Background: an optimization exercise with open tools, aiming at small area, a short achievable clock period and few clock cycles per item. Do not read the settings as production practice. Where RTL was checked, it was by simulation tests only, not by an equivalence proof against the original. The clock port is modelled as an ideal driver; clocking choices that lean on that would not hold on a real chip. No activity file was given, so power comes from the tool's default toggle rates.

Setup of the previous run:
// kmp_substring_search_core
module kmp_substring_search_core (
  input  logic                          clk_i,
  input  logic                          rst_ni,
  input  logic                          in_valid_i,
  output logic                          in_ready_o,
  input  logic [kmp_pkg::REQ_W-1:0]     req_type_i,
  input  logic [kmp_pkg::CHAR_W-1:0]    char_value_i,
  input  logic                          last_text_i,
  output logic                          out_valid_o,
  input  logic                          out_ready_i,
  output logic [kmp_pkg::STAT_W-1:0]    status_o,
  output logic [kmp_pkg::POS_W-1:0]     match_position_o,
  output logic [kmp_pkg::CNT_W-1:0]     pattern_count_o
);
Size in the first run: roughly 680 flip-flops, about 29000 um2 of cells after synthesis.
Settings: LEC_CHECK=0, ABC_CLOCK_PERIOD_IN_PS=3500, CAP_MARGIN=20, CORE_MARGIN=2, CORE_UTILIZATION=40, CTS_BUF_LIST=sky130_fd_sc_hd__clkbuf_16, CTS_CLUSTER_DIAMETER=100, CTS_CLUSTER_SIZE=30, SETUP_SLACK_MARGIN=3.65, SLEW_MARGIN=20; clock period 6.0 ns.
run.sh (not shown) runs the stock make flow with config.mk's settings and CLKGATE_MAP_FILE= SYNTH_SCRIPT=/design/flow/synth_recipe.tcl, a recipe that flattens the netlist after the stock synthesis.
The previous run went all the way through the flow, and no timing, DRC or antenna check failed.
## Diff of input files: the current run against the previous run
Settings: changing SETUP_SLACK_MARGIN from 3.65 to 4.0; changing ABC_CLOCK_PERIOD_IN_PS from 3500 to 2200.
Notes after the runs:
The current run ended up with pattern_count_o[1] as its capturing element of the worst setup path; the previous run ended up with status_o[0].
Relative to the previous run, layout inverter count without the clock tree has decreased by 3.8% in the current run.
Taking the previous run as the reference, in the current run clock network fraction of total power saw a decrease, final critical path time including I/O delays and setup saw a decrease.
No run of this note included a check of the RTL's function; only the layout flow was run.

========
The RTL this note starts from:
==> flow/design.v <==
package kmp_pkg;
  localparam int MAX_PATTERN = 64;
  localparam int MAX_TEXT    = 65536;
  localparam int PAT_AW = $clog2(MAX_PATTERN);
  localparam int LEN_W  = $clog2(MAX_PATTERN + 1);
  localparam int TP_W   = $clog2(MAX_TEXT + 1);
  localparam int CHAR_W = 8;
  localparam int REQ_W  = 2;
  localparam int STAT_W = 3;
  localparam int POS_W  = 16;
  localparam int CNT_W  = 7;
  localparam logic [REQ_W-1:0] REQ_APPEND = 2'd0;
  localparam logic [REQ_W-1:0] REQ_TEXT   = 2'd1;
  localparam logic [REQ_W-1:0] REQ_START  = 2'd2;
  localparam logic [REQ_W-1:0] REQ_CLEAR  = 2'd3;
  localparam logic [STAT_W-1:0] ST_ACCEPT    = 3'd0;
  localparam logic [STAT_W-1:0] ST_NO_MATCH  = 3'd1;
  localparam logic [STAT_W-1:0] ST_MATCH     = 3'd2;
  localparam logic [STAT_W-1:0] ST_NOT_FOUND = 3'd3;
  localparam logic [STAT_W-1:0] ST_ERROR     = 3'd4;
  typedef struct packed {
    logic              pat_we;
    logic [PAT_AW-1:0] pat_waddr;
    logic [CHAR_W-1:0] pat_wdata;
    logic [PAT_AW-1:0] pat_raddr;
    logic              fail_we;
    logic [PAT_AW-1:0] fail_waddr;
    logic [PAT_AW-1:0] fail_wdata;
    logic [PAT_AW-1:0] fail_raddr;
  } mem_req_t;
  typedef struct packed {
    logic              valid;
    logic [STAT_W-1:0] status;
    logic [POS_W-1:0]  position;
    logic [CNT_W-1:0]  count;
  } res_t;
endpackage
module kmp_substring_search_core (
  input  logic                          clk_i,
  input  logic                          rst_ni,
  input  logic                          in_valid_i,
  output logic                          in_ready_o,
  input  logic [kmp_pkg::REQ_W-1:0]     req_type_i,
  input  logic [kmp_pkg::CHAR_W-1:0]    char_value_i,
  input  logic                          last_text_i,
  output logic                          out_valid_o,
  input  logic                          out_ready_i,
  output logic [kmp_pkg::STAT_W-1:0]    status_o,
  output logic [kmp_pkg::POS_W-1:0]     match_position_o,
  output logic [kmp_pkg::CNT_W-1:0]     pattern_count_o
);
  localparam int NP = kmp_pkg::MAX_PATTERN;
  logic o_v_q;
  logic hold, adv;
  logic sk_empty_q, sk_empty_d;
  logic rdy_q;
  logic xfer;
  assign hold = o_v_q & ~out_ready_i;
  assign adv  = ~hold;
  assign xfer = in_valid_i & rdy_q;
  assign sk_empty_d = adv | (sk_empty_q & ~xfer);
  always_ff @(posedge clk_i or negedge rst_ni) begin
    if (!rst_ni) rdy_q <= 1'b0;
    else         rdy_q <= sk_empty_d;
  end
  assign in_ready_o = rdy_q;
  logic       a_v_q;
  logic [1:0] a_t_q;
  logic [7:0] a_c_q;
  logic       a_l_q;
  logic [1:0] s_t_q;
  logic [7:0] s_c_q;
  logic       s_l_q;
  always_ff @(posedge clk_i or negedge rst_ni) begin
    if (!rst_ni) begin
      a_v_q      <= 1'b0;
      sk_empty_q <= 1'b1;
    end else begin
      if (adv) a_v_q <= ~sk_empty_q | xfer;
      sk_empty_q <= sk_empty_d;
    end
  end
  always_ff @(posedge clk_i) begin
    if (adv) begin
      if (!sk_empty_q) begin
        a_t_q <= s_t_q;
        a_c_q <= s_c_q;
        a_l_q <= s_l_q;
      end else begin
        a_t_q <= req_type_i;
        a_c_q <= char_value_i;
        a_l_q <= last_text_i;
      end
    end
    if (sk_empty_q) begin
      s_t_q <= req_type_i;
      s_c_q <= char_value_i;
      s_l_q <= last_text_i;
    end
  end
  logic [7:0]    q_q [NP];
  logic [NP-1:0] e_q;
  logic [6:0]    len_q;
  logic [NP-1:0] inj;       
  logic [NP-1:0] eq;
  logic [NP-1:0] e_nxt;
  logic          b_go, b_shift, b_txt, b_start, full, hit;
  logic          q_shift, qdone_q;
  assign full    = len_q[6];
  assign b_go    = a_v_q & adv;
  assign b_shift = b_go & (a_t_q == kmp_pkg::REQ_APPEND) & ~full;
  assign q_shift = a_v_q & (a_t_q == kmp_pkg::REQ_APPEND) & ~full & ~qdone_q;
  always_ff @(posedge clk_i or negedge rst_ni) begin
    if (!rst_ni) qdone_q <= 1'b0;
    else         qdone_q <= hold & (qdone_q | q_shift);
  end
  assign b_txt   = b_go & (a_t_q == kmp_pkg::REQ_TEXT);
  assign b_start = b_go & (a_t_q == kmp_pkg::REQ_START);
  always_comb begin
    for (int j = 0; j < NP - 1; j++) inj[j] = (len_q[5:0] == 6'(j + 1));
    inj[NP-1] = full;
    for (int j = 0; j < NP; j++) eq[j] = (q_q[j] == a_c_q);
    e_nxt = ({1'b0, e_q[NP-1:1]} | inj) & eq;
  end
  assign hit = e_nxt[0];
  always_ff @(posedge clk_i) begin
    if (q_shift) begin
      q_q[0] <= a_c_q;
      for (int j = 1; j < NP; j++) q_q[j] <= q_q[j-1];
    end
    if (b_start) e_q <= '0;
    else if (b_txt) e_q <= e_nxt;
    else if (b_shift) e_q <= {e_q[NP-2:0], 1'b0};
  end
  always_ff @(posedge clk_i or negedge rst_ni) begin
    if (!rst_ni) begin
      len_q <= '0;
    end else if (b_go && a_t_q == kmp_pkg::REQ_CLEAR) begin
      len_q <= '0;
    end else if (b_shift) begin
      len_q <= len_q + 7'd1;
    end
  end
  logic       c_v_q;
  logic [1:0] c_t_q;
  logic       c_l_q;
  logic       c_hit_q;
  logic       c_err_q;      
  logic [6:0] c_cnt_q;
  always_ff @(posedge clk_i or negedge rst_ni) begin
    if (!rst_ni) c_v_q <= 1'b0;
    else if (adv) c_v_q <= a_v_q;
  end
  always_ff @(posedge clk_i) begin
    if (adv) begin
      c_t_q   <= a_t_q;
      c_l_q   <= a_l_q;
      c_hit_q <= hit;
      c_err_q <= full;
      c_cnt_q <= (a_t_q == kmp_pkg::REQ_CLEAR) ? 7'd0 :
                 (a_t_q == kmp_pkg::REQ_APPEND && !full) ? len_q + 7'd1 : len_q;
    end
  end
  logic [16:0] tp_q;        
  logic        found_q;
  logic [15:0] fpos_q;
  logic        c_go;
  logic [16:0] tp_inc;
  logic [15:0] hit_pos;
  logic        cnt_zero;
  assign c_go     = c_v_q & adv;
  assign tp_inc   = tp_q + 17'd1;
  assign hit_pos  = tp_q[15:0] - {9'd0, c_cnt_q};
  assign cnt_zero = (c_cnt_q == '0);
  logic [2:0]  st;
  logic [15:0] pos;
  logic        f_set, f_clr, t_inc;
  always_comb begin
    st    = kmp_pkg::ST_ACCEPT;
    pos   = '0;
    f_set = 1'b0;
    f_clr = 1'b0;
    t_inc = 1'b0;
    unique case (c_t_q)
      kmp_pkg::REQ_APPEND: if (c_err_q) st = kmp_pkg::ST_ERROR;
      kmp_pkg::REQ_TEXT: begin
        if (found_q) begin
          st  = kmp_pkg::ST_MATCH;
          pos = fpos_q;
        end else if (cnt_zero) begin
          st    = kmp_pkg::ST_MATCH;
          f_set = 1'b1;
        end else if (tp_q[16] && tp_q[0]) begin    
          st = kmp_pkg::ST_ERROR;
        end else begin
          t_inc = 1'b1;
          if (c_hit_q) begin
            st    = kmp_pkg::ST_MATCH;
            pos   = hit_pos;
            f_set = 1'b1;
          end else begin
            st = c_l_q ? kmp_pkg::ST_NOT_FOUND : kmp_pkg::ST_NO_MATCH;
          end
        end
      end
      kmp_pkg::REQ_START: f_clr = 1'b1;
      default: ;
    endcase
  end
  always_ff @(posedge clk_i or negedge rst_ni) begin
    if (!rst_ni) begin
      tp_q    <= 17'd1;
      found_q <= 1'b0;
    end else if (c_go) begin
      if (f_clr) begin
        tp_q    <= 17'd1;
        found_q <= 1'b0;
      end else begin
        if (t_inc) tp_q <= tp_inc;
        if (f_set) found_q <= 1'b1;
      end
    end
  end
  always_ff @(posedge clk_i) begin
    if (c_go && f_set) fpos_q <= pos;
  end
  logic [2:0]  o_st_q;
  logic [15:0] o_pos_q;
  logic [6:0]  o_cnt_q;
  always_ff @(posedge clk_i or negedge rst_ni) begin
    if (!rst_ni) o_v_q <= 1'b0;
    else if (adv) o_v_q <= c_v_q;
  end
  always_ff @(posedge clk_i) begin
    if (adv) begin
      o_st_q  <= st;
      o_pos_q <= pos;
      o_cnt_q <= c_cnt_q;
    end
  end
  assign out_valid_o      = o_v_q;
  assign status_o         = o_st_q;
  assign match_position_o = o_pos_q;
  assign pattern_count_o  = o_cnt_q;
endmodule
clock: 6.0 ns
lec_check: 0
abc_clock_period_in_ps: 2500
cap_margin: 20
core_margin: 2
core_utilization: 50
cts_buf_list: sky130_fd_sc_hd__clkbuf_16
cts_cluster_diameter: 80
cts_cluster_size: 25
setup_slack_margin: 3.8
slew_margin: 20
standard.sh (not shown) runs the stock make flow with config.mk's settings and CLKGATE_MAP_FILE= SYNTH_SCRIPT=/design/flow/synth_recipe.tcl, a recipe that flattens the netlist after the stock synthesis.
==> flow/flow/run.sh <==
#!/bin/bash
set -euo pipefail
work=$(cd "$(dirname "$0")/.." && pwd)
cd "$work"
export POST_CTS_TCL="$work/flow/collapse.tcl"
bash standard.sh > "$work/standard.log" 2>&1
==> flow/flow/collapse.tcl <==
set block [ord::get_db_block]
set clk_net [$block findNet clk_i]
set roots {}
foreach it [$clk_net getITerms] { lappend roots [$it getInst] }
if {[llength $roots] == 1} {
  set root [lindex $roots 0]
  set rnet [[$root findITerm X] getNet]
  set loads {}
  foreach it [$rnet getITerms] {
    if {[$it getInst] ne $root} { lappend loads $it }
  }
  if {[string match "sky130_fd_sc_hd__clkbuf_*" [[$root getMaster] getName]] && [llength $loads] <= 4} {
    foreach it $loads {
      $it disconnect
      $it connect $clk_net
    }
    [$root findITerm A] disconnect
    [$root findITerm X] disconnect
    odb::dbInst_destroy $root
    odb::dbNet_destroy $rnet
    puts "collapse: clock port now drives [llength $loads] buffers directly"
  }
}
The baseline finished clean.
Testbench counts at the start, summed over its fixed seeds: cycles 21,147, items 21,123.
Then changed:
==> flow/config.mk (replaced) <==
export PLATFORM = sky130hd
export DESIGN_NAME = kmp_substring_search_core
export DESIGN_NICKNAME = kmp_substring_search_core
export VERILOG_FILES = /design/flow/design.v
export SDC_FILE = /design/flow/constraint.sdc
export NUM_CORES = 4
export LEC_CHECK = 0
export ABC_CLOCK_PERIOD_IN_PS = 3000
export CAP_MARGIN = 10
export CORE_MARGIN = 2
export CORE_UTILIZATION = 40
export CTS_BUF_LIST = sky130_fd_sc_hd__clkbuf_16
export CTS_CLUSTER_DIAMETER = 100
export CTS_CLUSTER_SIZE = 30
export SETUP_SLACK_MARGIN = 3.7
export SLEW_MARGIN = 10
After rerunning: The changed run ran to the end with no violations. Power decreases by 2.1%. Final area falls by 0.68%. Clock skew increases by 0.014 ns. Wire length rose by 0.53%. Global-route usage came out lower by 4.9 points. Setup slack improved by 0.028 ns. Fmax increases by 1.2%. First-iteration DRC count came out higher by 8.6%. Die area is higher by 25%. Clock-buffer cell count decreases by 6.
Then changed:
==> flow/config.mk (replaced) <==
export PLATFORM = sky130hd
export DESIGN_NAME = kmp_substring_search_core
export DESIGN_NICKNAME = kmp_substring_search_core
export VERILOG_FILES = /design/flow/design.v
export SDC_FILE = /design/flow/constraint.sdc
export NUM_CORES = 4
export LEC_CHECK = 0
export ABC_CLOCK_PERIOD_IN_PS = 2500
export CAP_MARGIN = 20
export CORE_MARGIN = 2
export CORE_UTILIZATION = 50
export CTS_BUF_LIST = sky130_fd_sc_hd__clkbuf_16
export CTS_CLUSTER_DIAMETER = 100
export CTS_CLUSTER_SIZE = 30
export PLACE_DENSITY = 0.75
export SETUP_SLACK_MARGIN = 3.8
export SLEW_MARGIN = 20
Result:
- The new run completed without violations
- area after synthesis does not change
- hold slack improved by 0.016 ns
- clock-buffer cell count drops by 4
- setup slack got worse by 0.11 ns
Then changed:
--- a/flow/config.mk
+++ b/flow/config.mk
@@ -9,9 +9,8 @@
 export CAP_MARGIN = 20
 export CORE_MARGIN = 2
-export CORE_UTILIZATION = 50
+export CORE_UTILIZATION = 40
 export CTS_BUF_LIST = sky130_fd_sc_hd__clkbuf_16
 export CTS_CLUSTER_DIAMETER = 100
 export CTS_CLUSTER_SIZE = 30
-export PLACE_DENSITY = 0.75
 export SETUP_SLACK_MARGIN = 3.8
 export SLEW_MARGIN = 20
What happened: The new run completed without violations; clock power increases by roughly a tenth; cell area is higher slightly; routed wire length increases by a few percent; synthesized area does not change; worst setup slack improved by 0.15 ns.
Then changed:
--- a/flow/config.mk
+++ b/flow/config.mk
@@ -9,5 +9,5 @@
 export CAP_MARGIN = 20
 export CORE_MARGIN = 2
-export CORE_UTILIZATION = 40
+export CORE_UTILIZATION = 50
 export CTS_BUF_LIST = sky130_fd_sc_hd__clkbuf_16
 export CTS_CLUSTER_DIAMETER = 100
Routed wire length went down by 3.1%.
Final area went down by about 2%.
Sequential power stays flat.
Hold slack is worse by 0.025 ns.

========
RTL: the design.v shown in full above, as it stands there.
export LEC_CHECK = 0
export ABC_CLOCK_PERIOD_IN_PS = 2500
export CAP_MARGIN = 20
export CORE_MARGIN = 2
export CORE_UTILIZATION = 45
export CTS_BUF_LIST = sky130_fd_sc_hd__clkbuf_16
export CTS_CLUSTER_DIAMETER = 100
export CTS_CLUSTER_SIZE = 30
export SETUP_SLACK_MARGIN = 3.8
export SLEW_MARGIN = 20
create_clock -name core_clock -period 6.0 [get_ports {clk_i}]
Scripts as last shown in full above: flow/flow/run.sh, flow/flow/collapse.tcl
The baseline finished clean.
Testbench counts at the start, summed over its fixed seeds: cycles 21,147, items 21,123.
Next try:
CORE_UTILIZATION = 40   (was 45)
CTS_CLUSTER_DIAMETER = 70   (was 100)
CTS_CLUSTER_SIZE = 20   (was 30)
The new run went through all stages and came out clean.
Wire length climbs by a few percent.
Register-to-register slack is about the same.
Clock-buffer cell count climbs by 18.
Fmax climbs slightly.
Combinational power climbs by a few percent.
Utilization drops by 4.3 points.
Synthesized cell count does not change.
Setup slack improves by 0.013 ns.
Area after synthesis stays the same.
Global-route usage drops by 1.5 points.
Design area climbs by a few percent.
Next try:
==> flow/run.sh (new file) <==
#!/bin/bash
# synth_recipe.tcl (not shown) runs the flow's synth.tcl, then flattens the netlist and writes it again
# the make line also repeats each setting of config.mk as NAME=value (left out here)
make -C /OpenROAD-flow-scripts/flow DESIGN_CONFIG=/design/flow/config.mk WORK_HOME=/design/flow/orfs CLKGATE_MAP_FILE= SYNTH_SCRIPT=/design/flow/synth_recipe.tcl finish
CTS_CLUSTER_DIAMETER = 100   (was 70)
CTS_CLUSTER_SIZE = 30   (was 20)
removed: flow/flow/run.sh
removed: flow/flow/collapse.tcl
removed: flow/standard.sh
=> The new run finished with timing, DRC and antenna clean; setup slack degrades by 0.15 ns; routed wire length came out lower by 1.6%; combinational power barely changes.
Next try:
==> flow/flow/run.sh (new file) <==
#!/bin/bash
set -euo pipefail
work=$(cd "$(dirname "$0")/.." && pwd)
cd "$work"
export POST_CTS_TCL="$work/flow/collapse.tcl"
bash standard.sh > "$work/standard.log" 2>&1
==> flow/flow/collapse.tcl (new file) <==
set block [ord::get_db_block]
set clk_net [$block findNet clk_i]
set roots {}
foreach it [$clk_net getITerms] { lappend roots [$it getInst] }
if {[llength $roots] == 1} {
  set root [lindex $roots 0]
  set rnet [[$root findITerm X] getNet]
  set loads {}
  foreach it [$rnet getITerms] {
    if {[$it getInst] ne $root} { lappend loads $it }
  }
  if {[string match "sky130_fd_sc_hd__clkbuf_*" [[$root getMaster] getName]] && [llength $loads] <= 4} {
    foreach it $loads {
      $it disconnect
      $it connect $clk_net
    }
    [$root findITerm A] disconnect
    [$root findITerm X] disconnect
    odb::dbInst_destroy $root
    odb::dbNet_destroy $rnet
    puts "collapse: clock port now drives [llength $loads] buffers directly"
  }
}
==> flow/standard.sh (new file) <==
#!/bin/bash
# synth_recipe.tcl (not shown) runs the flow's synth.tcl, then flattens the netlist and writes it again
# the make line also repeats each setting of config.mk as NAME=value (left out here)
make -C /OpenROAD-flow-scripts/flow DESIGN_CONFIG=/design/flow/config.mk WORK_HOME=/design/flow/orfs CLKGATE_MAP_FILE= SYNTH_SCRIPT=/design/flow/synth_recipe.tcl "${@:-finish}"
CTS_CLUSTER_DIAMETER = 80   (was 100)
CTS_CLUSTER_SIZE = 25   (was 30)
removed: flow/run.sh
Clock power rose by 12%. Sequential cell count is unchanged. Worst setup slack improved by 0.14 ns. Combinational power rose by 4.6%. Global-route usage rose by 0.37 points.
Next try:
CORE_UTILIZATION = 60   (was 40)
CTS_CLUSTER_DIAMETER = 100   (was 80)
CTS_CLUSTER_SIZE = 30   (was 25)
=> Utilization increases by 22 points; power decreases by 4.9%; worst setup slack is worse by 0.081 ns; final area decreases by 3.7%; synthesized area is unchanged.

-- re-timing with driven ports --
No port has a modelled driver above. Below, the same layouts with a new extraction and two added sets of constraints.
Step 1: set_driving_cell puts a clkbuf_16 on clk_i and a buf_2 on each other input, an assumption about the parent block.
Step 2 adds t to the input delays and takes it off the output delays; t is the mean of the earliest and latest rising clock arrival at the registers after step 1. Input paths then give back, and output paths get back, about the clock's delay inside the block.
Three values: no drivers, after step 1, after step 2; two values: the first two.
| run | shift t [ns] | setup WS [ns] | worst setup path at the end | slew at the worst register clock pin (ns) | worst data-port slew with drivers (ns) |
|---|---|---|---|---|---|
| the previous run | 0.673 | 3.608 / 3.544 / 3.034 | input to register | 0.12 / 0.12 | 0.04 |
| the current run | 0.671 | 3.620 / 3.560 / 3.121 | input to register | 0.12 / 0.12 | 0.05 |
| the first run of note 2 | 0.512 | 3.627 / 3.627 / 3.391 | input to register | 0.10 / 0.10 | 0.05 |
| the second run of note 2 | 0.545 | 3.655 / 3.655 / 3.184 | input to register | 0.12 / 0.12 | 0.04 |
| the third run of note 2 | 0.537 | 3.546 / 3.546 / 3.329 | input to register | 0.12 / 0.12 | 0.05 |
| the fourth run of note 2 | 0.546 | 3.694 / 3.617 / 3.376 | input to register | 0.12 / 0.12 | 0.05 |
| the fifth run of note 2 | 0.556 | 3.692 / 3.689 / 3.307 | input to register | 0.12 / 0.12 | 0.04 |
| the first run of note 3 | 0.560 | 3.688 / 3.664 / 3.335 | input to register | 0.12 / 0.12 | 0.04 |
| the second run of note 3 | 0.517 | 3.700 / 3.649 / 3.403 | input to register | 0.09 / 0.09 | 0.05 |
| the third run of note 3 | 0.673 | 3.548 / 3.486 / 3.183 | input to register | 0.12 / 0.12 | 0.05 |
| the fourth run of note 3 | 0.518 | 3.688 / 3.639 / 3.349 | input to register | 0.10 / 0.10 | 0.05 |
| the fifth run of note 3 | 0.540 | 3.607 / 3.607 / 3.345 | input to register | 0.12 / 0.12 | 0.04 |
After both steps every run listed still meets setup and hold. For the previous run, which loses most, drivers alone change the setup slack by -0.064 ns; drivers and shift together by -0.574 ns.
